This is an optimization exercise on Yosys and OpenROAD, whose aim is small area, a short achievable clock period and few clock cycles per item, not a production implementation.
Where RTL was checked, it was by simulation tests only, not by an equivalence proof against the original.
The RTL of run 1 was laid out without a check of its function.
Power and IR drop assume default switching activity. The flow treats the clock pin as an ideal source, which a real chip does not have.

$ cat flow/constraint.sdc
create_clock -name core_clock -period 5.0 [get_ports {clk}]
set_input_delay 1.0000 -clock core_clock [delete_from_list [all_inputs] [get_ports {clk}]]
set_output_delay 1.0000 -clock core_clock [all_outputs]
set_load 0.01 [all_outputs]
$ cat flow/config.mk
export PLATFORM = sky130hd
export DESIGN_NAME = deque_top
export DESIGN_NICKNAME = deque_top
export VERILOG_FILES = /design/flow/design.v
export SDC_FILE = /design/flow/constraint.sdc
export NUM_CORES = 4
export LEC_CHECK = 0
export CAP_MARGIN = 20
export CORE_MARGIN = 2
export CORE_UTILIZATION = 40
export SETUP_SLACK_MARGIN = 2.8
export SLEW_MARGIN = 20
$ cat flow/standard.sh
#!/bin/bash
# synth_recipe.tcl (not shown) runs the flow's synth.tcl, then flattens the netlist and writes it again
# the make line also repeats each setting of config.mk as NAME=value (left out here)
make -C /OpenROAD-flow-scripts/flow DESIGN_CONFIG=/design/flow/config.mk WORK_HOME=/design/flow/orfs CLKGATE_MAP_FILE= SYNTH_SCRIPT=/design/flow/synth_recipe.tcl "${@:-finish}"
$ cat flow/design.v
package deq_pkg;
  localparam int DEF_CAPACITY   = 16;
  localparam int DEF_DATA_WIDTH = 32;
  localparam int VALUE_W        = 32;
  localparam int COUNT_W        = 5;
  typedef enum logic [1:0] {
    ACT_PUSH_FRONT = 2'd0,
    ACT_PUSH_BACK  = 2'd1,
    ACT_POP_FRONT  = 2'd2,
    ACT_POP_BACK   = 2'd3
  } action_t;
  typedef enum logic [1:0] {
    STAT_OK    = 2'd0,
    STAT_EMPTY = 2'd1,
    STAT_FULL  = 2'd2
  } status_t;
  typedef enum logic {
    ST_IDLE = 1'b0,
    ST_RESP = 1'b1
  } state_t;
  typedef struct packed {
    action_t              action;
    logic [VALUE_W-1:0]   data_in;
  } cmd_t;
  typedef struct packed {
    logic [VALUE_W-1:0]   popped_value;
    status_t              status;
    logic [COUNT_W-1:0]   entry_count;
    logic                 is_empty;
    logic [VALUE_W-1:0]   front_value;
    logic [VALUE_W-1:0]   back_value;
  } res_t;
endpackage
module deq_ram #(
  parameter int WIDTH = 32,
  parameter int DEPTH = 16
) (
  input  logic                     clk,
  input  logic                     we,
  input  logic [$clog2(DEPTH)-1:0] waddr,
  input  logic [WIDTH-1:0]         wdata,
  input  logic [$clog2(DEPTH)-1:0] raddr,
  output logic [WIDTH-1:0]         rdata
);
  logic [WIDTH-1:0] mem [DEPTH];
  always_ff @(posedge clk) begin
    if (we) begin
      mem[waddr] <= wdata;
    end
    rdata <= mem[raddr];
  end
endmodule
module double_ended_queue #(
  parameter int CAPACITY   = deq_pkg::DEF_CAPACITY,
  parameter int DATA_WIDTH = deq_pkg::DEF_DATA_WIDTH
) (
  input  logic           clk,
  input  logic           rst,
  input  logic           start,
  output logic           busy,
  input  logic [33:0]    cmd_bits,
  output logic           done,
  output logic [103:0]   result_bits
);
  localparam int M  = CAPACITY - 2;
  localparam int W  = DATA_WIDTH;
  localparam int CW = $clog2(CAPACITY + 1);
  deq_pkg::cmd_t cmd;
  deq_pkg::res_t result;
  assign cmd         = cmd_bits;
  assign result_bits = result;
  logic          cv;
  logic [1:0]    cact;
  logic [W-1:0]  cdat;
  logic          rst_q;
  logic          wr_f;       
  logic          wr_b;       
  logic [M-1:0]  rsel;       
  logic [W-1:0]  mem [M];
  logic [M-1:0]  ih_oh;      
  logic [M-1:0]  it_oh;      
  logic [CW-1:0] count;
  logic          is_empty;   
  logic          is_one;     
  logic          is_two;     
  logic          is_full;    
  logic [W-1:0]  front_q;    
  logic [W-1:0]  back_q;     
  logic          done_q;
  logic [W-1:0]  popped_q;
  logic [1:0]    stat_q;
  logic [M-1:0]  ih_nx, it_nx;
  logic [CW-1:0] count_nx;
  logic          empty_nx, one_nx, two_nx, full_nx;
  logic [W-1:0]  front_nx, back_nx;
  logic          push_f, push_b, pop_f, pop_b;
  logic          do_pf, do_pb, do_qf, do_qb;   
  logic          in_go;
  logic          deep;       
  logic [W-1:0]  rd;
  logic [W-1:0]  wdata;
  logic          in_push, in_room;
  logic [M-1:0]  we;
  assign push_f = (cact == deq_pkg::ACT_PUSH_FRONT);
  assign push_b = (cact == deq_pkg::ACT_PUSH_BACK);
  assign pop_f  = (cact == deq_pkg::ACT_POP_FRONT);
  assign pop_b  = (cact == deq_pkg::ACT_POP_BACK);
  assign deep  = !is_empty && !is_one && !is_two;
  assign wdata = push_f ? front_q : back_q;
  always_comb begin
    rd = '0;
    for (int i = 0; i < M; i++) begin
      rd = rd | ({W{rsel[i]}} & mem[i]);
    end
  end
  always_ff @(posedge clk) begin
    for (int i = 0; i < M; i++) begin
      if (we[i]) begin
        mem[i] <= wdata;
      end
    end
  end
  always_comb begin
    ih_nx    = ih_oh;
    it_nx    = it_oh;
    count_nx = count;
    empty_nx = is_empty;
    one_nx   = is_one;
    two_nx   = is_two;
    full_nx  = is_full;
    front_nx = front_q;
    back_nx  = back_q;
    if (rst_q) begin
      ih_nx    = {{(M-1){1'b0}}, 1'b1};
      it_nx    = {1'b1, {(M-1){1'b0}}};
      count_nx = '0;
      empty_nx = 1'b1;
      one_nx   = 1'b0;
      two_nx   = 1'b0;
      full_nx  = 1'b0;
      front_nx = '0;
      back_nx  = '0;
    end else begin
      if (do_pf && !is_empty && !is_one) begin
        ih_nx = {ih_oh[0], ih_oh[M-1:1]};
      end else if (do_qf && deep) begin
        ih_nx = {ih_oh[M-2:0], ih_oh[M-1]};
      end
      if (do_pb && !is_empty && !is_one) begin
        it_nx = {it_oh[M-2:0], it_oh[M-1]};
      end else if (do_qb && deep) begin
        it_nx = {it_oh[0], it_oh[M-1:1]};
      end
      if (do_pf || do_pb) begin
        count_nx = count + 1'b1;
        empty_nx = 1'b0;
        one_nx   = is_empty;
        two_nx   = is_one;
        full_nx  = (count == CW'(CAPACITY - 1));
      end else if (do_qf || do_qb) begin
        count_nx = count - 1'b1;
        empty_nx = is_one;
        one_nx   = is_two;
        two_nx   = (count == CW'(3));
        full_nx  = 1'b0;
      end
      if (do_pf || (do_pb && is_empty)) begin
        front_nx = cdat;
      end else if (do_qf) begin
        front_nx = is_one ? '0 : (is_two ? back_q : rd);
      end else if (do_qb && is_one) begin
        front_nx = '0;
      end
      if (do_pb || (do_pf && is_empty)) begin
        back_nx = cdat;
      end else if (do_qb) begin
        back_nx = is_one ? '0 : (is_two ? front_q : rd);
      end else if (do_qf && is_one) begin
        back_nx = '0;
      end
    end
  end
  assign in_go   = start && !rst;
  assign in_push = in_go && !cmd.action[1];
  assign in_room = !empty_nx && !one_nx && !full_nx;
  always_comb begin
    for (int i = 0; i < M; i++) begin
      we[i] = (wr_f && ih_oh[(i+1)%M]) || (wr_b && it_oh[(i+M-1)%M]);
    end
  end
  always_ff @(posedge clk) begin
    cv     <= start && !rst;
    done_q <= cv && !rst;
    rst_q  <= rst;
    cact   <= cmd.action;
    cdat   <= cmd.data_in;
    rsel   <= cmd.action[0] ? it_nx : ih_nx;
    do_pf  <= in_go && (cmd.action == deq_pkg::ACT_PUSH_FRONT) && !full_nx;
    do_pb  <= in_go && (cmd.action == deq_pkg::ACT_PUSH_BACK) && !full_nx;
    do_qf  <= in_go && (cmd.action == deq_pkg::ACT_POP_FRONT) && !empty_nx;
    do_qb  <= in_go && (cmd.action == deq_pkg::ACT_POP_BACK) && !empty_nx;
    wr_f   <= in_push && in_room && !cmd.action[0];
    wr_b   <= in_push && in_room && cmd.action[0];
  end
  always_ff @(posedge clk) begin
    ih_oh    <= ih_nx;
    it_oh    <= it_nx;
    count    <= count_nx;
    is_empty <= empty_nx;
    is_one   <= one_nx;
    is_two   <= two_nx;
    is_full  <= full_nx;
    front_q  <= front_nx;
    back_q   <= back_nx;
  end
  always_ff @(posedge clk) begin
    popped_q <= pop_f ? front_q : (pop_b ? back_q : '0);
    if (push_f || push_b) begin
      stat_q <= is_full ? deq_pkg::STAT_FULL : deq_pkg::STAT_OK;
    end else begin
      stat_q <= is_empty ? deq_pkg::STAT_EMPTY : deq_pkg::STAT_OK;
    end
  end
  always_comb begin
    busy                = 1'b0;
    done                = done_q;
    result.popped_value = popped_q;
    result.status       = deq_pkg::status_t'(stat_q);
    result.entry_count  = count;
    result.is_empty     = is_empty;
    result.front_value  = front_q;
    result.back_value   = back_q;
  end
endmodule
module deque_top (
  input  logic        clk,
  input  logic        rst,
  input  logic        start,
  output logic        busy,
  input  logic [1:0]  cmd_action,
  input  logic [31:0] cmd_data,
  output logic        done,
  output logic [31:0] res_popped,
  output logic [1:0]  res_status,
  output logic [4:0]  res_count,
  output logic        res_empty,
  output logic [31:0] res_front,
  output logic [31:0] res_back
);
  deq_pkg::cmd_t cmd;
  deq_pkg::res_t result;
  assign cmd.action  = deq_pkg::action_t'(cmd_action);
  assign cmd.data_in = cmd_data;
  double_ended_queue u_deq (
    .clk         (clk),
    .rst         (rst),
    .start       (start),
    .busy        (busy),
    .cmd_bits    (cmd),
    .done        (done),
    .result_bits (result)
  );
  assign res_popped = result.popped_value;
  assign res_status = result.status;
  assign res_count  = result.entry_count;
  assign res_empty  = result.is_empty;
  assign res_front  = result.front_value;
  assign res_back   = result.back_value;
endmodule
$ cat flow/flow/run.sh
#!/bin/bash
# Standard ORFS layout with two changes: ports get a plain buffer cell, and
# CTS builds larger sink clusters without dummy loads.
set -euo pipefail
export BUFFER_PORTS_ARGS="-buffer_cell sky130_fd_sc_hd__buf_2"
export CTS_ARGS="-sink_clustering_enable -repair_clock_nets -dont_use_dummy_load -buf_list {sky130_fd_sc_hd__clkbuf_8 sky130_fd_sc_hd__clkbuf_16} -sink_clustering_size 30 -sink_clustering_max_diameter 100"
bash standard.sh > standard.log 2>&1
==> run summary, run 1 <==
- Status: complete, no violations
- DIE AREA: around 61000 µm²
- Average size of a mapped cell: around 15 µm²
- Slowest stage delay, CP: roughly 850 ps
- Commonest non-fill, non-tap cell in the layout: edfxtp_1
- Hold worst-path end: u_deq.done_q
- Port Buf Inserts: 141
- Final Hold Fails: 0
- Synth Flop Type: edfxtp_1
- Ys Warns: 2
- CORE AREA: about 60000 µm²
- Final antenna-violating net count: 0
- Critical Path AT: 2690 ps
- Design Area, Final: 26080 µm²
- Total GRT Usage: about 22%
- Die height: approximately 250 µm
- GPL Wtd Cong: 0.7566
- Commonest non-fill, non-tap cells in the layout: edfxtp_1 (448), a22oi_1 (224), buf_2 (141), dfxtp_1 (113), nor2b_1 (100)
- Critical-path top delay cell: or4b_4
- Peak supply drop: 0.2766 mV
- DR vias: between 15000 and 20000
- Share of cells above drive strength 1: 20.19%
- Register area share after synthesis: 72.67%
- Setup crit end kind: flop
- RSZ-0062 raised after global routing: true
- Num rows: between 80 and 90
- Fraction of registers with async set/reset: 0%
- Power per cell area: between 300 and 400 nW/µm²
- R2R cell count: 3
- Largest net degree at the start of global routing: approximately 70
- Max-cap check violation count: 0
- Final core occ: between 40% and 50%
- Max H-tree Level: 1
- WHS Path Cells: 1
- DRC violations left: 0
- Setup TNS: 0 ps
- Via/cell ratio: between 6 and 7
- Reg-to-reg endpoint: u_deq.front_q[31]
- First-pass GRT wire length: a little under 100 mm
- # hold bufs at CTS: 0
- 1st-iter DRT viols: ~1900
- Clock Latency Late Sink: 600 ps
- Req. time, crit path: roughly 5500 ps
- Fin crit period: 2223 ps
- I/O pin cnt: 143
- CTS sink cnt: 640
- Initial antenna violation count: 0
- Slew margin rel.: 33.31%
- Crit-path cells: a21o_4, or4b_4, o32ai_1
- Critical R2R Launch: u_deq.is_empty
- Clock skew: around 35 ps
- CP Class: reg2reg
- Vias in the first global route: between 10000 and 15000
- Netlist Area Pre-Place: roughly 24000 µm²
- Placed Area: between 20000 and 30000 µm²
- Starting Density: 40.41%
- Final wirelength: roughly 68 mm
- CTS tree: yes
- Yosys cell types: 54
- Peak Freq: around 450 MHz
- Routed WL per cell: 27.21 µm
- Final number of setup-violating endpoints: 0
- Pre-CTS WS: 2398 ps
- Max clock buf depth: 3
- Worst Setup Slack, final: roughly 2800 ps
- Worst Hold Launch: u_deq.cv
- Final worst-path cycle share: between 40% and 50%
- Die width: approximately 250 µm
- Worst Tran Pin Value: approximately 1000 ps
- Flops & latches, synth: 640
- Worst hold path type: reg2reg
- TritonRoute pass-1 iters: 7
- Number of flops mapped to enable cells by yosys: approximately 450
- HPWL Detailed: approximately 35 mm
- Crit start category: flop
- # nets final: around 1800
- Max-slew violation count: 0
- Max Fanout on Critical Path: 34
- Leakage Power: approximately 9.0 nW
- WHS: between 400 and 500 ps
- Gate Count Post-Synth: around 1600
- CTS buffer count: 25
- Filler Cells Inserted: 5208
- Synth-to-Final Area Change: 9.567%
- Clk pin slew, worst setup/hold paths: between 100 and 150 ps
- Remaining Overflow, GRT: 0
- # diodes: 0
- Worst R2R Setup Slack: about 2800 ps
- Syn Nets: 1668
- Root Driver: clkbuf_16
## Yosys cell counts, types with 2 or more instances
library cell	count	area, µm²
mux2_2	33	371.6
nand4_1	32	200.2
buf_6	10	112.6
nor3_1	31	155.2
inv_1	30	112.6
buf_2	4	20.02
a222oi_1	32	320.3
a21oi_1	59	295.3
nor2_1	72	270.3
nor4_1	3	18.77
o21bai_1	2	15.01
a211oi_1	4	30.03
mux2i_1	35	350.3
or4b_4	2	27.53
dfxtp_1	192	3844
a21o_1	3	22.52
a22oi_1	224	1682
and2_1	2	12.51
nand3_1	33	165.2
nor2b_1	100	625.6
a311oi_1	2	17.52
nand2_1	10	37.54
or4_1	2	15.01
o21ai_0	35	175.2
or4b_1	2	20.02
nand2b_1	4	25.02
a2bb2oi_1	2	17.52
clkbuf_1	98	367.9
a22o_1	14	122.6
edfxtp_1	448	13450
o21ai_1	2	10.01
ha_1	3	37.54
o32ai_1	76	665.6
buf_1	6	22.52
## sequential cells by signal, indices dropped and copies added, names as in the netlist, 2 cells and up
signal,cells
u_deq.back_q,32
u_deq.cact,2
u_deq.cdat,32
u_deq.count,5
u_deq.front_q,32
u_deq.ih_oh,14
u_deq.it_oh,14
u_deq.mem,448
u_deq.popped_q,32
u_deq.rsel,14
u_deq.stat_q,2
## critical path, delay by kind of cell (launching register included)
kind / cells / cell delay [ps]
simple gates: 1 / 850
flops: 1 / 390
compound gates: 2 / 820
## power breakdown
| group | switching, W | internal [W] | total [W] | leakage [nW] |
|---|---|---|---|---|
| combinational | 0.000265 | 0.000162 | 0.000426 | 2.81 |
| sequential | 0.0000877 | 0.00570 | 0.00579 | 5.91 |
| clock | 0.00152 | 0.000904 | 0.00243 | 0.308 |
| total | 0.00188 | 0.00677 | 0.00864 | 9.03 |
## stage by stage
stage	instances	power [W]
global placement	2455	0.006310
floorplan	1627	0.006139
CTS	2484	0.008677
finish	2487	0.008645
global route	2487	0.008896
detailed placement	2455	0.006323
## layout make-up
| cell class | count | area (µm²) | area share (%) |
|---|---|---|---|
| well taps | 773 | 967.2 | 3.709 |
| multi-input cells | 837 | 5947 | 22.80 |
| inverters | 30 | 112.6 | 0.4318 |
| repair buffers | 182 | 1017 | 3.900 |
| flip-flops and latches | 640 | 17410 | 66.76 |
| clock buffers | 25 | 625.6 | 2.399 |
## layer usage
metal,vias to the layer above,global-route usage [%],share of wire (%)
met5,-,0,0
met4,0,5.424,2.1
met1,7753,30.41,43
met3,95,2.184,6.7
li1,6581,-,-
met2,628,36.28,48
## cells by family (layout without fill, tap and decap cells)
| group | count (synthesis) | in the layout | synth area share, % |
|---|---|---|---|
| DFF | 640 | 640 | 72.67 |
| AOI/OAI and AO/OA | 462 | 462 | 14.41 |
| and+or+nand+nor | 301 | 301 | 6.876 |
| buffers and inverters | 150 | 237 | 2.723 |
| muxes | 68 | 68 | 3.033 |
| adders and majority gates | 4 | 4 | 0.2418 |
| other | 1 | 1 | 0.01575 |
| xor gates and xnor gates | 1 | 1 | 0.03680 |
## worst max path at each step
stage / start / endpoint / slack [ps]
floorplan: u_deq.wr_f / u_deq.mem[0][0] / 3090
global placement: u_deq.cact[1] / u_deq.mem[9][17] / 2450
detailed placement: u_deq.cact[1] / u_deq.mem[9][21] / 2400
CTS: u_deq.is_empty / res_empty / 2790
global route: u_deq.is_empty / u_deq.back_q[28] / 2730
finish: u_deq.is_empty / u_deq.front_q[31] / 2780
## timing repair
action,4_1_cts,5_1_grt
buffers inserted,4,3
endpoints found under the hold margin,0,0
pin swaps,5,0
gates resized for setup,65,23
endpoints found under the setup margin,599,132
==> inputs of run 2 (changes only) <==
--- a/flow/design.v
+++ b/flow/design.v
@@ -77,2 +77,4 @@
   logic          wr_b;       
+  logic          fs_dat, fs_rd, fs_oth, fs_hold;   
+  logic          bs_dat, bs_rd, bs_oth, bs_hold;   
   logic [M-1:0]  rsel;       
@@ -98,2 +100,3 @@
   logic          in_go;
+  logic          n_pf, n_pb, n_qf, n_qb;
   logic          deep;       
@@ -130,4 +133,2 @@
     full_nx  = is_full;
-    front_nx = front_q;
-    back_nx  = back_q;
     if (rst_q) begin
@@ -140,4 +141,2 @@
       full_nx  = 1'b0;
-      front_nx = '0;
-      back_nx  = '0;
     end else begin
@@ -166,18 +165,8 @@
       end
-      if (do_pf || (do_pb && is_empty)) begin
-        front_nx = cdat;
-      end else if (do_qf) begin
-        front_nx = is_one ? '0 : (is_two ? back_q : rd);
-      end else if (do_qb && is_one) begin
-        front_nx = '0;
-      end
-      if (do_pb || (do_pf && is_empty)) begin
-        back_nx = cdat;
-      end else if (do_qb) begin
-        back_nx = is_one ? '0 : (is_two ? front_q : rd);
-      end else if (do_qf && is_one) begin
-        back_nx = '0;
-      end
-    end
-  end
+    end
+  end
+  assign front_nx = ({W{fs_dat}} & cdat) | ({W{fs_rd}} & rd) |
+                    ({W{fs_oth}} & back_q) | ({W{fs_hold}} & front_q);
+  assign back_nx  = ({W{bs_dat}} & cdat) | ({W{bs_rd}} & rd) |
+                    ({W{bs_oth}} & front_q) | ({W{bs_hold}} & back_q);
   assign in_go   = start && !rst;
@@ -185,2 +174,6 @@
   assign in_room = !empty_nx && !one_nx && !full_nx;
+  assign n_pf    = in_go && (cmd.action == deq_pkg::ACT_PUSH_FRONT) && !full_nx;
+  assign n_pb    = in_go && (cmd.action == deq_pkg::ACT_PUSH_BACK) && !full_nx;
+  assign n_qf    = in_go && (cmd.action == deq_pkg::ACT_POP_FRONT) && !empty_nx;
+  assign n_qb    = in_go && (cmd.action == deq_pkg::ACT_POP_BACK) && !empty_nx;
   always_comb begin
@@ -197,6 +190,14 @@
     rsel   <= cmd.action[0] ? it_nx : ih_nx;
-    do_pf  <= in_go && (cmd.action == deq_pkg::ACT_PUSH_FRONT) && !full_nx;
-    do_pb  <= in_go && (cmd.action == deq_pkg::ACT_PUSH_BACK) && !full_nx;
-    do_qf  <= in_go && (cmd.action == deq_pkg::ACT_POP_FRONT) && !empty_nx;
-    do_qb  <= in_go && (cmd.action == deq_pkg::ACT_POP_BACK) && !empty_nx;
+    do_pf  <= n_pf;
+    do_pb  <= n_pb;
+    do_qf  <= n_qf;
+    do_qb  <= n_qb;
+    fs_dat  <= n_pf || (n_pb && empty_nx);
+    fs_rd   <= n_qf && !one_nx && !two_nx;
+    fs_oth  <= n_qf && two_nx;
+    fs_hold <= !rst && !(n_pf || (n_pb && empty_nx) || n_qf || (n_qb && one_nx));
+    bs_dat  <= n_pb || (n_pf && empty_nx);
+    bs_rd   <= n_qb && !one_nx && !two_nx;
+    bs_oth  <= n_qb && two_nx;
+    bs_hold <= !rst && !(n_pb || (n_pf && empty_nx) || n_qb || (n_qf && one_nx));
     wr_f   <= in_push && in_room && !cmd.action[0];
--- a/flow/config.mk
+++ b/flow/config.mk
@@ -10,3 +10,3 @@
 export CORE_UTILIZATION = 40
-export SETUP_SLACK_MARGIN = 2.8
+export SETUP_SLACK_MARGIN = 2.9
 export SLEW_MARGIN = 20
==> run 2 against run 1 <==
- highest routed layer unchanged
- still clean on timing, DRC and antenna
- critical endpoint is now res_back[7]
- routed wire length rose by 3.5%
- total power rose by 3.6%
- global-route usage rose by 1.1 points
- critical path type is now reg2out
==> run summary, run 2 <==
- Req. time, crit path: 4000 ps (-1470 ps)
- Final worst-path cycle share: 42.49% (-2.0 points)
- Total GRT Usage: 22.83% (+1.1 points)
- Max reg flops: 448 (unchanged)
- Die height: 246.1 µm (-0.76%)
- Compound-Gate Fraction of Synth Area: 13.53% (-0.87 points)
- Commonest non-fill, non-tap cell in the layout: edfxtp_1
- Max-cap check violation count: 0 (unchanged)
- Final number of setup-violating endpoints: 0 (unchanged)
- Synth Flop Type: edfxtp_1
- DRC violations left: 0 (unchanged)
- # diodes: 0 (unchanged)
- Post-Synth Simple-Gate Area: 6.647% (-0.23 points)
- Power per cell area: 332.9 nW/µm² (+0.44%)
- Initial antenna violation count: 0 (unchanged)
- Fin crit period: 2125 ps (-98.37 ps)
- Final Hold Fails: 0 (unchanged)
- Leakage Power: 9.349 nW (+3.5%)
- CP Class: reg2out
- Clock Latency Late Sink: 600 ps (about the same)
- CTS buffer count: 26 (+4.0%)
- CTS sink cnt: 648 (+1.3%)
- Routed WL per cell: 27.94 µm (+2.7%)
- Cell with the most instances after synthesis: edfxtp_1
- Multiplexer area fraction after synthesis: 3.038% (+0.0047 points)
- Remaining Overflow, GRT: 0 (unchanged)
- Max-slew violation count: 0 (unchanged)
- Buf/Inv on CP: 1 (+1)
- Die width: 246.1 µm (-0.76%)
- Worst Setup Slack, final: 2875 ps (+98.37 ps)
- Delay-heaviest family, CP: flip-flops
- Total power: 0.008960 W (+3.6%)
- Via/cell ratio: 6.069 (+0.25%)
- RSZ-0062 raised after global routing: true
- Final core occ: 46.55% (+2.3 points)
- CTS tree: yes
- Port Buf Inserts: 141 (unchanged)
- Slew margin rel.: 28.62% (-4.7 points)
- Flops & latches, synth: 648 (+1.3%)
- Synth cell count leaders: edfxtp_1 (448), dfxtp_1 (200), a22oi_1 (160)
- DR vias: 15220 (+1.1%)
- Pre-CTS WS: 2351 ps (-47.46 ps)
- First-pass GRT wire length: 100.7 mm (+2.7%)
- I/O pin cnt: 143 (unchanged)
- Starting Density: 40.54% (+0.14 points)
- Crit start category: flop
- Register area share after synthesis: 74.49% (+1.8 points)
- GPL Wtd Cong: 0.7728 (+2.1%)
- Slowest stage delay, CP: 420 ps (-430 ps)
- 1st-iter DRT viols: 2137 (+12%)
- CORE AREA: 57810 µm² (-1.9%)
- Setup TNS: 0 ps (unchanged)
- Critical Path AT: 1120 ps (-1570 ps)
- Cell taking the most area after synthesis: edfxtp_1
- Commonest non-fill, non-tap cells in the layout: edfxtp_1 (448), a22oi_1 (160), dfxtp_1 (117), buf_4 (108), o21ai_0 (78)
- Peak supply drop: 0.2088 mV (-25%)
- HPWL Detailed: 34.38 mm (-2.5%)
- Gate Count Post-Synth: 1561 (-4.1%)
- Yosys cell types: 49 (-9.3%)
- Top cells by area, synth: edfxtp_1 (57%), dfxtp_1 (17%), a22oi_1 (5.1%)
- Final antenna-violating net count: 0 (unchanged)
- Root Driver: clkbuf_16
- Main combinational cell family by area after synthesis: compound AO/OA/AOI/OAI gates
- Average size of a mapped cell: 15.01 µm² (+2.6%)
- Worst Tran Pin Value: 1071 ps (+73.98 ps)
- Worst hold path type: reg2reg
- Num rows: 88 (-1.1%)
- Largest net degree at the start of global routing: 41 (-40%)
- Fraction of the mapped netlist area in adder cells: 0.2456% (+0.0038 points)
- Syn Nets: 1602 (-4.0%)
- Critical-path top delay cell: dfxtp_4
- Synth-to-Final Area Change: 14.83%
- Fraction of registers with async set/reset: 0% (unchanged)
- Share of cells above drive strength 1: 24.28% (+4.1 points)
- Clk pin slew, worst setup/hold paths: 110 ps (about the same)
- Number of flops mapped to enable cells by yosys: 448 (unchanged)
- # nets final: 1785 (+1.6%)
- Final wirelength: 70.05 mm (+3.5%)
- Max H-tree Level: 1 (unchanged)
- Max clock buf depth: 3 (unchanged)
- Post-synthesis xor/xnor area fraction: 0.1121% (+0.075 points)
- Max Fanout on Critical Path: 2 (-94%)
- Setup crit end kind: output pin
- Post-synth top area share: 57.40% (+0.88 points)
- Clock skew: 61.70 ps (+26.34 ps)
- Vias in the first global route: 14940 (+0.15%)
- Peak Freq: 470.7 MHz (+4.6%)
- Top reg by flops: u_deq.mem
- DIE AREA: 60540 µm² (-1.5%)
- Status: complete, no violations
- Ys Warns: 2 (unchanged)
- TritonRoute pass-1 iters: 6 (-1)
- Crit-path cells: buf_6
- Netlist Area Pre-Place: 23440 µm² (-1.5%)
-- run 2: layout make-up --
cell class	instances	area (µm²)
Clock buffer	26	650.6
Fill cell	5012	30890
Inverter	12	50.05
Multi-Input combinational cell	803	5579
Sequential cell	648	17680
Tap cell	765	957.2
Timing Repair Buffer	253	1996
-- run 2: kinds of logic (layout without fill, tap and decap cells) --
| group | count (synthesis) | after routing |
|---|---|---|
| buffers and inverters | 111 | 291 |
| flip-flops | 648 | 648 |
| other | 1 | 1 |
| multiplexers | 67 | 67 |
| adder cells (fa/ha/maj) | 4 | 4 |
| AO/OA/AOI/OAI | 414 | 414 |
| AND/OR/NAND/NOR | 313 | 314 |
| XOR/XNOR | 3 | 3 |
-- run 2: layer usage --
metal  wire, µm  global-route usage [%]  up-vias
li1           -                       -     6560
met2      33010                   37.15      754
met4       2257                   6.988        0
met1      28570                   31.19     7789
met3       6222                   4.031      113
met5          0                       0        -
-- run 2: timing repair --
action | CTS | global route
setup endpoints to repair | 563 | 346
pin swaps | 2 | 4
hold buffers | 0 | 0
gates cloned | 1 | 0
hold endpoints to repair | 0 | 0
resized for setup | 177 | 31
buffers inserted | 69 | 7
-- run 2: path summary, 6_finish.rpt --
kind	endpoint	slack (ps)	cells past startpoint	start
hold reg to reg	u_deq.done_q	450	1	u_deq.cv
setup reg to reg	u_deq.front_q[25]	2910	6	u_deq.rsel[13]
setup / recovery	res_back[7]	2880	1	u_deq.back_q[7]
hold / removal	u_deq.done_q	450	1	u_deq.cv
-- run 2: worst reg2reg max path: cells and delay by family (launching register included) --
family                 cells  cell delay, ps
buffers and inverters      1             500
and+or+nand+nor            2             180
AOI/OAI and AO/OA          3             390
DFF                        1             960
-- run 2: power by group --
group / total (W) / leakage [nW] / switching (W) / internal, W
Clock: 0.00246 / 0.320 / 0.00152 / 0.000937
Combinational: 0.000586 / 3.12 / 0.000334 / 0.000252
Sequential: 0.00591 / 5.91 / 0.0000957 / 0.00582
Total: 0.00896 / 9.35 / 0.00195 / 0.00701
-- run 2: metrics by stage --
step	hold WS (ps)	cell area, µm²	std cells
5_1_grt	458.8	26910	2507
3_5_place_dp	435.5	25000	2404
2_1_floorplan	413.8	23440	1561
4_1_cts	460.3	26700	2500
6_report	454.5	26910	2507
3_3_place_gp	424.5	25000	2404
Testbench counts of run 2, summed over its fixed seeds: cycles 8,016, items 8,000.
==> inputs of run 3 (changes only) <==
--- a/flow/config.mk
+++ b/flow/config.mk
@@ -10,3 +10,3 @@
 export CORE_UTILIZATION = 40
-export SETUP_SLACK_MARGIN = 2.9
+export SETUP_SLACK_MARGIN = 2.7
 export SLEW_MARGIN = 20
==> run 3 against run 2 <==
- still clean
- non-clock buffer count shrank 74
- design area is 4.4% lower
- flip-flop and latch count stayed put
- die area is the same
- global-route usage fell by 0.93 points
- critical endpoint is now res_back[6]
- largest cell class unchanged
==> run summary, run 3 <==
- Worst hold path type: reg2reg
- Delay-heaviest family, CP: flip-flops
- CTS sink cnt: 648 (unchanged)
- Starting Density: 40.54% (unchanged)
- Top reg by flops: u_deq.mem
- Vias in the first global route: 14480 (-3.1%)
- Final antenna-violating net count: 0 (unchanged)
- Synth cell count leaders: edfxtp_1 (448), dfxtp_1 (200), a22oi_1 (160)
- Req. time, crit path: 4000 ps (about the same)
- Final Hold Fails: 0 (unchanged)
- Share of cells above drive strength 1: 17.75% (-6.5 points)
- RSZ-0062 raised after global routing: false
- Ys Warns: 2 (unchanged)
- GPL Wtd Cong: 0.7728 (unchanged)
- Crit-path cells: buf_2
- Max clock buf depth: 3 (unchanged)
- Netlist Area Pre-Place: 23440 µm² (unchanged)
- Clk pin slew, worst setup/hold paths: 110 ps (about the same)
- TritonRoute pass-1 iters: 9 (+3)
- WHS: 454.2 ps (-0.2200 ps)
- Port Buf Inserts: 141 (unchanged)
- I/O pin cnt: 143 (unchanged)
- Via/cell ratio: 6.098 (+0.47%)
- Setup crit end kind: output pin
- Slowest stage delay, CP: 500 ps (+80 ps)
- Flops & latches, synth: 648 (unchanged)
- Initial antenna violation count: 0 (unchanged)
- Die width: 246.1 µm (unchanged)
- Final core occ: 44.49% (-2.1 points)
- Max-cap check violation count: 0 (unchanged)
- # nets final: 1711 (-4.1%)
- Clock Latency Late Sink: 600 ps (about the same)
- Max-slew violation count: 0 (unchanged)
- Buf/Inv on CP: 1 (unchanged)
- CTS buffer count: 26 (unchanged)
- Remaining Overflow, GRT: 0 (unchanged)
- Max Fanout on Critical Path: 5 (+3)
- Largest net degree at the start of global routing: 41 (unchanged)
- Num rows: 88 (unchanged)
- Gate Count Post-Synth: 1561 (unchanged)
- Critical Path AT: 1290 ps (+170 ps)
- Register area share after synthesis: 74.49% (unchanged)
- Cell with the most instances after synthesis: edfxtp_1
- Synth-to-Final Area Change: 9.727%
- Yosys cell types: 49 (unchanged)
- Cell taking the most area after synthesis: edfxtp_1
- Syn Nets: 1602 (unchanged)
- Placed Area: 25000 µm² (unchanged)
- DR vias: 14840 (-2.5%)
- First-pass GRT wire length: 97.19 mm (-3.5%)
- Commonest non-fill, non-tap cell in the layout: edfxtp_1
- Die height: 246.1 µm (unchanged)
- Final wirelength: 67.45 mm (-3.7%)
- Post-synth top area share: 57.40% (unchanged)
- Multi-input gate area: 5573 µm² (-0.11%)
- Top cells by area, synth: edfxtp_1 (57%), dfxtp_1 (17%), a22oi_1 (5.1%)
- CORE AREA: 57810 µm² (unchanged)
- Slew margin rel.: 27.02% (-1.6 points)
- Number of flops mapped to enable cells by yosys: 448 (unchanged)
- DRC violations left: 0 (unchanged)
- Final number of setup-violating endpoints: 0 (unchanged)
- Total GRT Usage: 21.90% (-0.93 points)
- Power per cell area: 344.0 nW/µm² (+3.3%)
- Average size of a mapped cell: 15.01 µm² (unchanged)
- Sequential Area: 17500 µm² (-1.0%)
- Final worst-path cycle share: 45.74% (+3.2 points)
- Leakage Power: 8.852 nW (-5.3%)
- 1st-iter DRT viols: 2068 (-3.2%)
- Filler Cells Inserted: 5095 (+1.7%)
- Worst Tran Pin Value: 1095 ps (+24.01 ps)
- Status: complete, no violations
- Critical-path top delay cell: dfxtp_1
- Design Area, Final: 25720 µm² (-4.4%)
- Setup TNS: 0 ps (unchanged)
- Max reg flops: 448 (unchanged)
- Fraction of registers with async set/reset: 0% (unchanged)
- CTS tree: yes
- # diodes: 0 (unchanged)
- Peak Freq: 437.3 MHz (-7.1%)
- Clock skew: 59.09 ps (-2.617 ps)
- Fin crit period: 2287 ps (+162.2 ps)
- Synth Flop Type: edfxtp_1
- Crit start category: flop
- DIE AREA: 60540 µm² (unchanged)
- Peak supply drop: 0.2092 mV (+0.19%)
- Commonest non-fill, non-tap cells in the layout: edfxtp_1 (448), dfxtp_1 (168), a22oi_1 (160), buf_2 (141), o21ai_0 (78)
- Max H-tree Level: 1 (unchanged)
- HPWL Detailed: 34.38 mm (unchanged)
- Root Driver: clkbuf_16
- CP Class: reg2out
- Routed WL per cell: 27.72 µm (-0.79%)
-- run 3: what timing repair did --
item | CTS | global route
buffers inserted | 2 | 0
pin swaps | 1 | 1
gates resized for setup | 14 | 16
hold buffers | 0 | 0
endpoints found under the setup margin | 202 | 167
gates cloned | 1 | 0
-- run 3: worst paths after layout --
check / slack (ps) / end / startpoint / cells after the start
setup / recovery: 2710 / res_back[6] / u_deq.back_q[6] / 1
hold / removal: 450 / u_deq.done_q / u_deq.cv / 1
setup reg to reg: 2780 / u_deq.back_q[30] / u_deq.rsel[1] / 6
hold reg to reg: 450 / u_deq.done_q / u_deq.cv / 1
-- run 3: per-layer routing --
metal | wire [µm] | global-route usage [%]
met1 | 28000 | 30.07
met2 | 31850 | 35.74
met3 | 5278 | 3.366
met4 | 2328 | 6.898
met5 | 0 | 0
-- run 3: cells by family after synthesis --
kind of cell               after synthesis  share of synthesized area [%]
muxes                                   67                          3.038
DFF                                    648                          74.49
buffers and inverters                  111                          1.922
and+or+nand+nor                        313                          6.647
AOI/OAI and AO/OA                      414                          13.53
xor gates and xnor gates                 3                         0.1121
other                                    1                        0.01600
adders and majority gates                4                         0.2456
-- run 3: worst register-to-register path, stage by stage, from the launching register on --
cell and delay [ps]:
dfxtp_1 1050, buf_4 490, a22o_1 200, a221oi_1 50
nand3_1 120, nor2_1 80, o21ai_0 160
-- run 3: area by class of cell --
cell class	count	area share, %
Clock buffer	26	2.530
Inverter	12	0.1752
Multi-Input combinational cell	803	21.67
Sequential cell	648	68.05
Tap cell	765	3.722
Timing Repair Buffer	179	3.853
-- run 3: power breakdown --
part	total (W)	internal (W)	switching (W)
Sequential	0.00595	0.00582	0.000122
Clock	0.00246	0.000937	0.00152
Combinational	0.000439	0.000165	0.000274
Total	0.00885	0.00693	0.00192
-- run 3: through the flow --
stage                     cells  power [W]  worst slack [ps]
after CTS                  2433   0.008883              2623
after floorplan            1561   0.006276              2992
after global placement     2404   0.006475              2361
after global routing       2433   0.009121              2701
final                      2433   0.008846              2713
after detailed placement   2404   0.006489              2351
==> inputs of run 4 (changes only) <==
--- a/flow/config.mk
+++ b/flow/config.mk
@@ -10,3 +10,3 @@
 export CORE_UTILIZATION = 40
-export SETUP_SLACK_MARGIN = 2.7
+export SETUP_SLACK_MARGIN = 2.8
 export SLEW_MARGIN = 20
==> run 4 against run 3 <==
- clock skew increased by 2.2 ps
- critical endpoint unchanged
- global-route usage about the same
- design area increased by 0.55%
- largest cell class unchanged
- setup slack improved by 110 ps
- still clean
==> run summary, run 4 <==
- DR vias: 14810 (-0.19%)
- Reg-to-reg endpoint: u_deq.back_q[25]
- HPWL Detailed: 34.38 mm (unchanged)
- Max-cap check violation count: 0 (unchanged)
- Critical R2R Launch: u_deq.rsel[13]
- Top cells by area, synth: edfxtp_1 (57%), dfxtp_1 (17%), a22oi_1 (5.1%)
- Vias in the first global route: 14510 (+0.21%)
- Worst Tran Pin Value: 1081 ps (-13.71 ps)
- Critical-path top delay cell: dfxtp_2
- Total power: 0.008847 W (about the same)
- WHS Path Cells: 1 (unchanged)
- Synth cell count leaders: edfxtp_1 (448), dfxtp_1 (200), a22oi_1 (160)
- Slowest stage delay, CP: 430 ps (-70 ps)
- Final worst-path cycle share: 43.53% (-2.2 points)
- Leakage Power: 8.894 nW (+0.47%)
- Clock skew: 61.30 ps (+2.215 ps)
- Req. time, crit path: 4000 ps (about the same)
- Max reg flops: 448 (unchanged)
- Flops & latches, synth: 648 (unchanged)
- Register area share after synthesis: 74.49% (unchanged)
- Final antenna-violating net count: 0 (unchanged)
- Starting Density: 40.54% (unchanged)
- Worst Hold Launch: u_deq.cv
- Worst Setup Slack, final: 2824 ps (+110.5 ps)
- CP Class: reg2out
- Die height: 246.1 µm (unchanged)
- Design Area, Final: 25860 µm² (+0.55%)
- GR Util met1: 30.22% (+0.14 points)
- Met2 Use GR: 35.79% (+0.050 points)
- Port Buf Inserts: 141 (unchanged)
- Peak Freq: 459.5 MHz (+5.1%)
- Average size of a mapped cell: 15.01 µm² (unchanged)
- # nets final: 1714 (+0.18%)
- Number of flops mapped to enable cells by yosys: 448 (unchanged)
- I/O pin cnt: 143 (unchanged)
- DRC violations left: 0 (unchanged)
- CORE AREA: 57810 µm² (unchanged)
- Final number of setup-violating endpoints: 0 (unchanged)
- CTS tree: yes
- Final wirelength: 67.22 mm (-0.34%)
- CTS sink cnt: 648 (unchanged)
- Setup TNS: 0 ps (unchanged)
- Commonest non-fill, non-tap cells in the layout: edfxtp_1 (448), a22oi_1 (160), buf_2 (141), dfxtp_1 (122), o21ai_0 (78)
- Netlist Area Pre-Place: 23440 µm² (unchanged)
- Root Driver: clkbuf_16
- Ys Warns: 2 (unchanged)
- Max clock buf depth: 3 (unchanged)
- Delay-heaviest family, CP: flip-flops
- Initial antenna violation count: 0 (unchanged)
- Commonest non-fill, non-tap cell in the layout: edfxtp_1
- Worst hold path type: reg2reg
- RSZ-0062 raised after global routing: false
- Gr busiest metal: met2
- TritonRoute pass-1 iters: 8 (-1)
- Slew margin rel.: 27.94% (+0.91 points)
- Status: complete, no violations
- Remaining Overflow, GRT: 0 (unchanged)
- Synth-to-Final Area Change: 10.34%
- Gate Count Post-Synth: 1561 (unchanged)
- Top reg by flops: u_deq.mem
- Fin crit period: 2176 ps (-110.5 ps)
- Total GRT Usage: 21.92% (about the same)
- Largest net degree at the start of global routing: 41 (unchanged)
- Worst R2R Setup Slack: 2880 ps (+100 ps)
- Final Hold Fails: 0 (unchanged)
- Crit start category: flop
- Cell taking the most area after synthesis: edfxtp_1
- R2R cell count: 6 (unchanged)
- CTS buffer count: 26 (unchanged)
- Num rows: 88 (unchanged)
- Cell with the most instances after synthesis: edfxtp_1
- Pre-CTS WS: 2351 ps (unchanged)
- Max-slew violation count: 0 (unchanged)
- GPL Wtd Cong: 0.7728 (unchanged)
- Placed Area: 25000 µm² (unchanged)
- M3 GR Usage: 3.170% (-0.20 points)
- Post-synth top area share: 57.40% (unchanged)
- Hold worst-path end: u_deq.done_q
- 1st-iter DRT viols: 2085 (+0.82%)
- Fraction of registers with async set/reset: 0% (unchanged)
- Clock Latency Late Sink: 600 ps (about the same)
- Peak supply drop: 0.2110 mV (+0.86%)
- Synth Flop Type: edfxtp_1
- Syn Nets: 1602 (unchanged)
- Buf/Inv on CP: 1 (unchanged)
- Crit-path cells: buf_2
- Setup crit end kind: output pin
- DIE AREA: 60540 µm² (unchanged)
- Share of cells above drive strength 1: 20.71% (+3.0 points)
- Max H-tree Level: 1 (unchanged)
- # diodes: 0 (unchanged)
- Via/cell ratio: 6.079 (-0.31%)
- Critical Path AT: 1180 ps (-110 ps)
- Routed WL per cell: 27.59 µm (-0.47%)
- Die width: 246.1 µm (unchanged)
- # hold bufs at CTS: 0 (unchanged)
- DP Cell Count: 2404 (unchanged)
- Max Fanout on Critical Path: 5 (unchanged)
- Non-Filler Instances: 2436 (+0.12%)
- Yosys cell types: 49 (unchanged)
- Power per cell area: 342.1 nW/µm² (-0.54%)
- Clk pin slew, worst setup/hold paths: 110 ps (about the same)
- First-pass GRT wire length: 97.27 mm (about the same)
==> run 4: layer usage <==
| metal | up-vias | share of wire (%) |
|---|---|---|
| li1 | 6412 | - |
| met1 | 7566 | 41 |
| met2 | 717 | 47 |
| met3 | 113 | 8.5 |
| met4 | 0 | 3.3 |
| met5 | - | 0 |
==> run 4: power by group <==
part           internal [W]  switching (W)  leakage [nW]
clock              0.000937        0.00153         0.320
combinational      0.000167       0.000274          2.68
sequential          0.00582       0.000120          5.90
total               0.00693        0.00192          8.89
==> run 4: cell families (layout without fill, tap and decap cells) <==
group	count (synthesis)	count (layout)	share of synthesized area [%]
simple gates	313	314	6.647
flops	648	648	74.49
compound gates	414	414	13.53
buf+inv	111	220	1.922
mux	67	67	3.038
fa+ha+maj	4	4	0.2456
other cells	1	1	0.01600
xor+xnor	3	3	0.1121
==> run 4: timing repair <==
item	4_1_cts	5_1_grt
gates cloned	1	0
buffers inserted	4	1
resized for setup	63	39
endpoints found under the setup margin	498	67
pin swaps	1	2
hold endpoints to repair	0	0
==> run 4: area by class of cell <==
class	instances	area (µm²)
inverters	12	45.04
fillers	5077	31950
repair buffers	182	1013
flip-flops and latches	648	17620
well taps	765	957.2
multi-input cells	803	5575
clock buffers	26	650.6
==> run 4: worst max path at each step <==
stage,start,slack [ps],endpoint,cells after the start
2_1_floorplan,u_deq.do_pf,2990,u_deq.count[4],8
3_3_place_gp,u_deq.cact[0],2360,u_deq.mem[10][1],4
3_5_place_dp,u_deq.cact[0],2350,u_deq.mem[6][30],4
4_1_cts,u_deq.back_q[26],2800,res_back[26],1
5_1_grt,u_deq.front_q[6],2800,res_front[6],1
6_report,u_deq.back_q[6],2820,res_back[6],1
==> run 4: metrics by stage <==
| step | utilization, % | hold slack, ps |
|---|---|---|
| 2_1_floorplan | - | 413.8 |
| 3_3_place_gp | 43.24 | 424.5 |
| 3_5_place_dp | 43.24 | 435.5 |
| 4_1_cts | 44.60 | 460.3 |
| 5_1_grt | 44.73 | 460.8 |
| 6_report | 44.73 | 454.4 |
==> inputs of run 5 (changes only) <==
--- a/flow/design.v
+++ b/flow/design.v
@@ -64,3 +64,4 @@
 );
-  localparam int M  = CAPACITY - 2;
+  localparam int M  = CAPACITY - 2;    
+  localparam int J  = M / 2;           
   localparam int W  = DATA_WIDTH;
@@ -81,4 +82,4 @@
   logic [W-1:0]  mem [M];
-  logic [M-1:0]  ih_oh;      
-  logic [M-1:0]  it_oh;      
+  logic [J-1:0]  ih_j;       
+  logic [J-1:0]  it_j;       
   logic [CW-1:0] count;
@@ -93,3 +94,3 @@
   logic [1:0]    stat_q;
-  logic [M-1:0]  ih_nx, it_nx;
+  logic [J-1:0]  ih_nx, it_nx;
   logic [CW-1:0] count_nx;
@@ -106,2 +107,21 @@
   logic [M-1:0]  we;
+  function automatic logic [J-1:0] j_inc(input logic [J-1:0] j);
+    j_inc = {j[J-2:0], ~j[J-1]};
+  endfunction
+  function automatic logic [J-1:0] j_dec(input logic [J-1:0] j);
+    j_dec = {~j[0], j[J-1:1]};
+  endfunction
+  function automatic logic [M-1:0] j_onehot(input logic [J-1:0] j);
+    j_onehot[0] = !j[J-1] && !j[0];
+    for (int s = 1; s < J; s++) begin
+      j_onehot[s] = j[s-1] && !j[s];
+    end
+    j_onehot[J] = j[J-1] && j[0];
+    for (int s = J + 1; s < M; s++) begin
+      j_onehot[s] = !j[s-J-1] && j[s-J];
+    end
+  endfunction
+  logic [M-1:0]  ih_oh, it_oh;
+  assign ih_oh = j_onehot(ih_j);
+  assign it_oh = j_onehot(it_j);
   assign push_f = (cact == deq_pkg::ACT_PUSH_FRONT);
@@ -126,4 +146,4 @@
   always_comb begin
-    ih_nx    = ih_oh;
-    it_nx    = it_oh;
+    ih_nx    = ih_j;
+    it_nx    = it_j;
     count_nx = count;
@@ -134,4 +154,4 @@
     if (rst_q) begin
-      ih_nx    = {{(M-1){1'b0}}, 1'b1};
-      it_nx    = {1'b1, {(M-1){1'b0}}};
+      ih_nx    = '0;                      
+      it_nx    = {1'b1, {(J-1){1'b0}}};   
       count_nx = '0;
@@ -143,10 +163,10 @@
       if (do_pf && !is_empty && !is_one) begin
-        ih_nx = {ih_oh[0], ih_oh[M-1:1]};
+        ih_nx = j_dec(ih_j);
       end else if (do_qf && deep) begin
-        ih_nx = {ih_oh[M-2:0], ih_oh[M-1]};
+        ih_nx = j_inc(ih_j);
       end
       if (do_pb && !is_empty && !is_one) begin
-        it_nx = {it_oh[M-2:0], it_oh[M-1]};
+        it_nx = j_inc(it_j);
       end else if (do_qb && deep) begin
-        it_nx = {it_oh[0], it_oh[M-1:1]};
+        it_nx = j_dec(it_j);
       end
@@ -189,3 +209,3 @@
     cdat   <= cmd.data_in;
-    rsel   <= cmd.action[0] ? it_nx : ih_nx;
+    rsel   <= j_onehot(cmd.action[0] ? it_nx : ih_nx);
     do_pf  <= n_pf;
@@ -206,4 +226,4 @@
   always_ff @(posedge clk) begin
-    ih_oh    <= ih_nx;
-    it_oh    <= it_nx;
+    ih_j     <= ih_nx;
+    it_j     <= it_nx;
     count    <= count_nx;
==> run 5 against run 4 <==
- non-clock buffer count rose by 11
- routed wire length increased by 2.7%
- worst hold slack got worse by 0.95 ps
- critical path type unchanged
- largest cell class unchanged
- highest routed layer unchanged
==> run summary, run 5 <==
- Status: complete, no violations
- Top reg by flops: u_deq.mem
- Final core occ: 45.44% (+0.71 points)
- Clock Latency Late Sink: 600 ps (about the same)
- Total GRT Usage: 22.62% (+0.70 points)
- Ys Warns: 2 (unchanged)
- Register area share after synthesis: 74.87% (+0.38 points)
- Reg-to-reg endpoint: u_deq.rsel[0]
- Crit-path cells: buf_2
- Final number of setup-violating endpoints: 0 (unchanged)
- Vias in the first global route: 14260 (-1.7%)
- Synth Flop Type: edfxtp_1
- Final Hold Fails: 0 (unchanged)
- Die width: 243.5 µm (-1.0%)
- 1st-iter DRT viols: 2193 (+5.2%)
- Worst Setup SP: u_deq.is_empty
- # hold bufs at CTS: 0 (unchanged)
- CTS buffer count: 25 (-3.8%)
- Largest net degree at the start of global routing: 35 (-15%)
- Fin crit period: 2211 ps (+34.30 ps)
- Top cells by area, synth: edfxtp_1 (59%), dfxtp_1 (16%), a22oi_1 (5.2%)
- Buf/Inv on CP: 1 (unchanged)
- I/O pin cnt: 143 (unchanged)
- Critical Path AT: 1210 ps (+30 ps)
- Clock skew: 86.83 ps (+25.53 ps)
- Setup crit end kind: output pin
- CTS tree: yes
- Gate Count Post-Synth: 1511 (-3.2%)
- Flops & latches, synth: 634 (-2.2%)
- Max-slew violation count: 0 (unchanged)
- # nets final: 1680 (-2.0%)
- DR vias: 14790 (-0.14%)
- CTS sink cnt: 634 (-2.2%)
- Cell with the most instances after synthesis: edfxtp_1
- Delay-heaviest family, CP: flip-flops
- Post-synth top area share: 58.64% (+1.2 points)
- Total power: 0.008669 W (-2.0%)
- Crit start category: flop
- First-pass GRT wire length: 99.33 mm (+2.1%)
- Leakage Power: 8.925 nW (+0.35%)
- Peak Freq: 452.4 MHz (-1.6%)
- CP Class: reg2out
- WHS: 453.4 ps (-0.9470 ps)
- Req. time, crit path: 4000 ps (about the same)
- Max-cap check violation count: 0 (unchanged)
- Power per cell area: 337.7 nW/µm² (-1.3%)
- Number of flops mapped to enable cells by yosys: 448 (unchanged)
- R2R cell count: 6 (unchanged)
- DRC violations left: 0 (unchanged)
- Num rows: 87 (-1.1%)
- DIE AREA: 59290 µm² (-2.1%)
- Crit. path cell count: 1 (unchanged)
- Worst hold path type: reg2reg
- Initial antenna violation count: 0 (unchanged)
- # diodes: 0 (unchanged)
- Cell taking the most area after synthesis: edfxtp_1
- Critical R2R Launch: u_deq.is_one
- Critical Path End: res_empty
- Average size of a mapped cell: 15.18 µm² (+1.1%)
- HPWL Detailed: 37.55 mm (+9.2%)
- Yosys cell types: 60 (+22%)
- Max reg flops: 448 (unchanged)
- GPL Wtd Cong: 0.8111 (+5.0%)
- Worst R2R Setup Slack: 2860 ps (-20 ps)
- Routed WL per cell: 28.85 µm (+4.6%)
- Synth cell count leaders: edfxtp_1 (448), dfxtp_1 (186), a22oi_1 (160)
- Max H-tree Level: 1 (unchanged)
- Via/cell ratio: 6.180 (+1.7%)
- Fraction of registers with async set/reset: 0% (unchanged)
- Synth-to-Final Area Change: 11.89%
- Final wirelength: 69.05 mm (+2.7%)
- CORE AREA: 56500 µm² (-2.3%)
- Syn Nets: 1552 (-3.1%)
- TritonRoute pass-1 iters: 11 (+3)
- Worst Tran Pin Value: 1099 ps (+17.78 ps)
- Max clock buf depth: 3 (unchanged)
- RSZ-0062 raised after global routing: true
- Clk pin slew, worst setup/hold paths: 120 ps (about the same)
- Remaining Overflow, GRT: 0 (unchanged)
- Final worst-path cycle share: 44.21% (+0.69 points)
- Root Driver: clkbuf_16
- Max Fanout on Critical Path: 11 (+6)
- Slowest stage delay, CP: 460 ps (+30 ps)
- Commonest non-fill, non-tap cell in the layout: edfxtp_1
- Die height: 243.5 µm (-1.0%)
- Critical-path top delay cell: dfxtp_4
- Final antenna-violating net count: 0 (unchanged)
- Setup TNS: 0 ps (unchanged)
- Starting Density: 40.61% (+0.068 points)
- Port Buf Inserts: 141 (unchanged)
- Slew margin rel.: 26.75% (-1.2 points)
- Netlist Area Pre-Place: 22940 µm² (-2.1%)
- Peak supply drop: 0.2774 mV (+31%)
- Commonest non-fill, non-tap cells in the layout: edfxtp_1 (448), a22oi_1 (160), buf_2 (141), dfxtp_1 (109), nand3_1 (76)
- Share of cells above drive strength 1: 22.24% (+1.5 points)
==> run 5: cell count changes in the layout (fill, tap and decap cells not counted), moves of 4 or more <==
cell,previous run,this run
o21ai_0,78,69
nand2_1,60,45
nand2b_1,5,1
and3_1,24,4
inv_1,11,23
nor3_1,29,7
a22o_2,14,0
buf_4,41,49
o211ai_1,0,4
o21ai_4,0,11
o32ai_1,14,0
dfxtp_1,122,109
a311o_1,0,7
nand3_1,68,76
==> run 5: per-stage QoR <==
| step | cells | cell area (µm²) | setup WS (ps) |
|---|---|---|---|
| 6_report | 2393 | 25670 | 2789 |
| 4_1_cts | 2386 | 25490 | 2639 |
| 3_3_place_gp | 2349 | 24680 | 2601 |
| 2_1_floorplan | 1511 | 22970 | 2477 |
| 5_1_grt | 2393 | 25670 | 2739 |
| 3_5_place_dp | 2349 | 24680 | 2605 |
==> run 5: timing repair <==
item / 4_1_cts / 5_1_grt
gates resized for setup: 55 / 52
endpoints found under the setup margin: 318 / 116
buffers inserted: 11 / 6
pin swaps: 6 / 3
cloned: 1 / 1
==> run 5: cell families after synthesis <==
| logic type | Yosys count | synth area share [%] |
|---|---|---|
| XOR/XNOR | 3 | 0.1145 |
| buffers and inverters | 121 | 2.061 |
| flip-flops | 634 | 74.87 |
| multiplexers | 67 | 3.098 |
| other | 1 | 0.01634 |
| AND/OR/NAND/NOR | 260 | 5.557 |
| adder cells (fa/ha/maj) | 4 | 0.2509 |
| AO/OA/AOI/OAI | 421 | 14.04 |
==> run 5: worst min-delay path by stage <==
stage / slack [ps] / to / cells past startpoint / from
5_1_grt: 470 / u_deq.done_q / 1 / u_deq.cv
2_1_floorplan: 410 / u_deq.stat_q[1] / 2 / u_deq.is_full
4_1_cts: 460 / u_deq.done_q / 1 / u_deq.cv
3_5_place_dp: 430 / u_deq.done_q / 1 / u_deq.cv
6_report: 450 / u_deq.done_q / 1 / u_deq.cv
3_3_place_gp: 420 / u_deq.done_q / 1 / u_deq.cv
==> run 5: per-layer routing <==
metal / GRT usage [%] / routed length, µm
met5: 0 / 0
met4: 4.484 / 1392
met3: 3.073 / 6370
met2: 37.31 / 32460
met1: 32.19 / 28830
==> run 5: final cells by class <==
type | instances | area, µm²
flip-flops and latches | 634 | 17330
well taps | 756 | 945.9
clock buffers | 25 | 625.6
multi-input cells | 758 | 5530
inverters | 27 | 103.9
repair buffers | 193 | 1134
fillers | 4839 | 30820
==> run 5: power by group <==
part           total, W  leakage [nW]  internal (W)  switching (W)
Sequential      0.00583          5.80       0.00571       0.000125
Clock           0.00240         0.308      0.000903        0.00150
Combinational  0.000431          2.81      0.000161       0.000270
Total           0.00867          8.92       0.00677        0.00190
Testbench counts of run 5, summed over its fixed seeds: cycles 8,016, items 8,000.
==> inputs of run 6 (changes only) <==
--- a/flow/config.mk
+++ b/flow/config.mk
@@ -10,3 +10,3 @@
 export CORE_UTILIZATION = 40
-export SETUP_SLACK_MARGIN = 2.8
+export SETUP_SLACK_MARGIN = 2.87
 export SLEW_MARGIN = 20
==> run 6 against run 5 <==
- still clean on timing, DRC and antenna
- critical path depth is the same
- setup slack gained 30 ps
- synthesized cell count is the same
- first-iteration DRC count grew 2.6%
- core utilization grew 1.1 points
- critical endpoint unchanged
- largest cell class unchanged
==> run summary, run 6 <==
- DRC violations left: 0 (unchanged)
- Top reg by flops: u_deq.mem
- CORE AREA: 56500 µm² (unchanged)
- Final Hold Fails: 0 (unchanged)
- Setup TNS: 0 ps (unchanged)
- I/O pin cnt: 143 (unchanged)
- R2R cell count: 3 (-3)
- Post-Synth Simple-Gate Area: 5.557% (unchanged)
- HPWL Detailed: 35.74 mm (-4.8%)
- Crit start category: flop
- # diodes: 0 (unchanged)
- Share of cells above drive strength 1: 24.73% (+2.5 points)
- Max Fanout on Critical Path: 8 (-3)
- Design Area, Final: 26270 µm² (+2.3%)
- Commonest non-fill, non-tap cells in the layout: edfxtp_1 (448), a22oi_1 (160), buf_2 (119), dfxtp_1 (108), buf_4 (105)
- Critical Path AT: 1180 ps (-30 ps)
- Worst Tran Pin Value: 1151 ps (+51.89 ps)
- Largest net degree at the start of global routing: 35 (unchanged)
- Fraction of the mapped netlist area in adder cells: 0.2509% (unchanged)
- Max reg flops: 448 (unchanged)
- Max H-tree Level: 1 (unchanged)
- Worst hold path type: reg2reg
- Sw Share: 21.77% (-0.11 points)
- Cell taking the most area after synthesis: edfxtp_1
- Multiplexer area fraction after synthesis: 3.098% (unchanged)
- CP Class: reg2out
- Commonest non-fill, non-tap cell in the layout: edfxtp_1
- Main combinational cell family by area after synthesis: compound AO/OA/AOI/OAI gates
- Register area share after synthesis: 74.87% (unchanged)
- Post-synthesis xor/xnor area fraction: 0.1145% (unchanged)
- Crit-path cells: buf_2
- Placed Area: 24660 µm² (about the same)
- RSZ-0062 raised after global routing: true
- Max-slew violation count: 0 (unchanged)
- Gate Count Post-Synth: 1511 (unchanged)
- # nets final: 1733 (+3.2%)
- Critical-path top delay cell: dfxtp_4
- Status: complete, no violations
- Vias in the first global route: 14190 (-0.48%)
- Crit. path cell count: 1 (unchanged)
- Seq pwr share: 66.5% (-0.8 points)
- Combinational power share: 6.1% (+1.1 points)
- Cell Int Power: 0.006812 W (+0.58%)
- Buf/Inv on CP: 1 (unchanged)
- Req. time, crit path: 4000 ps (about the same)
- Slowest stage delay, CP: 430 ps (-30 ps)
- Critical R2R Launch: u_deq.wr_b
- Filler Cells Inserted: 4927 (+1.8%)
- Leakage Power: 9.221 nW (+3.3%)
- Reg-to-reg endpoint: u_deq.mem[11][21]
- Clock Power Share: 27.3% (-0.4 points)
- Die height: 243.5 µm (unchanged)
- CTS tree: yes
- Compound-Gate Fraction of Synth Area: 14.04% (unchanged)
- Via/cell ratio: 6.087 (-1.5%)
- Die width: 243.5 µm (unchanged)
- Syn Nets: 1552 (unchanged)
- CTS buffer count: 25 (unchanged)
- Net switching power: 0.001896 W (about the same)
- Total power: 0.008708 W (+0.44%)
- Number of flops mapped to enable cells by yosys: 448 (unchanged)
- First-pass GRT wire length: 97.85 mm (-1.5%)
- Port Buf Inserts: 141 (unchanged)
- Max clock buf depth: 3 (unchanged)
- # hold bufs at CTS: 0 (unchanged)
- Peak Freq: 458.7 MHz (+1.4%)
- Num rows: 87 (unchanged)
- Routed WL per cell: 28.01 µm (-2.9%)
- Worst Setup SP: u_deq.is_empty
- Pre-CTS WS: 2392 ps (-213.4 ps)
- Clk pin slew, worst setup/hold paths: 110 ps (about the same)
- Worst Setup Slack, final: 2820 ps (+30.38 ps)
- Ys Warns: 2 (unchanged)
- Clock Latency Late Sink: 600 ps (about the same)
- Top cells by area, synth: edfxtp_1 (59%), dfxtp_1 (16%), a22oi_1 (5.2%)
- Flops & latches, synth: 634 (unchanged)
- Total GRT Usage: 22.39% (-0.24 points)
- Starting Density: 40.61% (unchanged)
- Delay-heaviest family, CP: flip-flops
- Synth Flop Type: edfxtp_1
- Slew margin rel.: 23.19% (-3.6 points)
- Clock skew: 88.97 ps (+2.144 ps)
- Power per cell area: 331.4 nW/µm² (-1.9%)
- Fin crit period: 2180 ps (-30.38 ps)
- Root Driver: clkbuf_16
- DIE AREA: 59290 µm² (unchanged)
- Critical Path End: res_empty
- Fraction of registers with async set/reset: 0% (unchanged)
- Initial antenna violation count: 1 (+1)
- DR vias: 14890 (+0.69%)
- CTS sink cnt: 634 (unchanged)
- Final worst-path cycle share: 43.60% (-0.61 points)
- TritonRoute pass-1 iters: 8 (-3)
- Yosys cell types: 60 (unchanged)
- GPL Wtd Cong: 0.7891 (-2.7%)
- Synth-to-Final Area Change: 14.51%
- Post-synth top area share: 58.64% (unchanged)
- Setup crit end kind: output pin
- Worst R2R Setup Slack: 2920 ps (+60 ps)
- Final wirelength: 68.51 mm (-0.78%)
- Final number of setup-violating endpoints: 0 (unchanged)
- Peak supply drop: 0.3135 mV (+13%)
- Remaining Overflow, GRT: 0 (unchanged)
- Synth cell count leaders: edfxtp_1 (448), dfxtp_1 (186), a22oi_1 (160)
- Cell with the most instances after synthesis: edfxtp_1
- Final antenna-violating net count: 0 (unchanged)
- Average size of a mapped cell: 15.18 µm² (unchanged)
- Netlist Area Pre-Place: 22940 µm² (unchanged)
- Max-cap check violation count: 0 (unchanged)
- 1st-iter DRT viols: 2251 (+2.6%)
[run 6: cell counts after synthesis]
Identical to the previous run, type by type.
[run 6: layout make-up]
cell class / count / area, µm² / area share (%)
Clock buffer: 25 / 625.6 / 2.381
Multi-Input combinational cell: 757 / 5522 / 21.02
Inverter: 27 / 102.6 / 0.3905
Tap cell: 756 / 945.9 / 3.600
Sequential cell: 634 / 17430 / 66.36
Timing Repair Buffer: 247 / 1643 / 6.253
[run 6: timing repair]
item                       in CTS  in global routing
setup endpoints to repair     592                 47
buffers inserted               54                 16
pin swaps                       3                  2
resized for setup             143                 28
cloned                          1                  0
[run 6: power groups by stage]
| stage | Sequential [W] | Clock, W | Combinational (W) |
|---|---|---|---|
| floorplan | 0.00590 | 0 | 0.000245 |
| global placement | 0.00594 | 0 | 0.000404 |
| detailed placement | 0.00594 | 0 | 0.000416 |
| CTS | 0.00579 | 0.00241 | 0.000499 |
| global route | 0.00580 | 0.00259 | 0.000569 |
| finish | 0.00579 | 0.00238 | 0.000532 |
[run 6: how the worst min path moves through the flow]
stage	endpoint	slack [ps]	cells past startpoint	startpoint
2_1_floorplan	u_deq.stat_q[1]	410	2	u_deq.is_full
3_3_place_gp	u_deq.done_q	440	1	u_deq.cv
3_5_place_dp	u_deq.done_q	430	1	u_deq.cv
4_1_cts	u_deq.done_q	460	1	u_deq.cv
5_1_grt	u_deq.cdat[17]	470	1	cmd_data[17]
6_report	u_deq.done_q	460	1	u_deq.cv
[run 6: per-layer routing]
| layer | track usage (%) | wire length [µm] |
|---|---|---|
| met5 | 0 | 13 |
| met4 | 5.004 | 1332 |
| met3 | 5.497 | 7450 |
| met2 | 35.65 | 31470 |
| met1 | 31.11 | 28250 |
[run 6: logic make-up (layout without fill, tap and decap cells)]
family | count (synthesis) | after routing
and+or+nand+nor | 260 | 261
buffers and inverters | 121 | 299
AOI/OAI and AO/OA | 421 | 421
adders and majority gates | 4 | 4
xor gates and xnor gates | 3 | 3
muxes | 67 | 67
DFF | 634 | 634
other | 1 | 1
[run 6: per-stage QoR]
stage	cells	hold slack [ps]	utilization, %
after floorplan	1511	409.7	-
after global placement	2350	437.7	43.66
after detailed placement	2350	431.9	43.66
after CTS	2430	459.9	46.08
after global routing	2446	472.5	46.50
final	2446	460.6	46.50

-- port drivers added, routing unchanged --
How much do the figures lean on ideal ports? The routed layouts below were timed once more, with nothing changed but the port constraints. Step 1 (the two cells are an assumption about what drives the block):
set clk [get_ports {clk}]
set_driving_cell -lib_cell sky130_fd_sc_hd__clkbuf_16 $clk
set_driving_cell -lib_cell sky130_fd_sc_hd__buf_2 [delete_from_list [all_inputs] $clk]
Step 2 times the ports against the registers' clock, not the clock port: input delays grow and output delays shrink by t, the midpoint of the rising clock arrivals with the driver on. a / b / c = ideal / step 1 / step 2; a / b = the first two.
run | t, ns | setup WS [ns] | worst hold slack (ns)
run 1 | 0.637 | 2.777 / 2.757 / 2.522 | 0.464 / 0.464 / 0.464
run 2 | 0.631 | 2.875 / 2.815 / 2.846 | 0.454 / 0.454 / 0.454
run 3 | 0.634 | 2.713 / 2.650 / 2.784 | 0.454 / 0.450 / 0.454
run 4 | 0.632 | 2.824 / 2.763 / 2.838 | 0.454 / 0.453 / 0.454
run 5 | 0.619 | 2.789 / 2.729 / 2.650 | 0.453 / 0.453 / 0.453
run 6 | 0.619 | 2.820 / 2.759 / 2.703 | 0.461 / 0.454 / 0.461
After both steps every run listed still meets setup and hold. The setup slack of run 1, which loses most, moves by -0.020 ns with the drivers and by -0.255 ns with both steps.
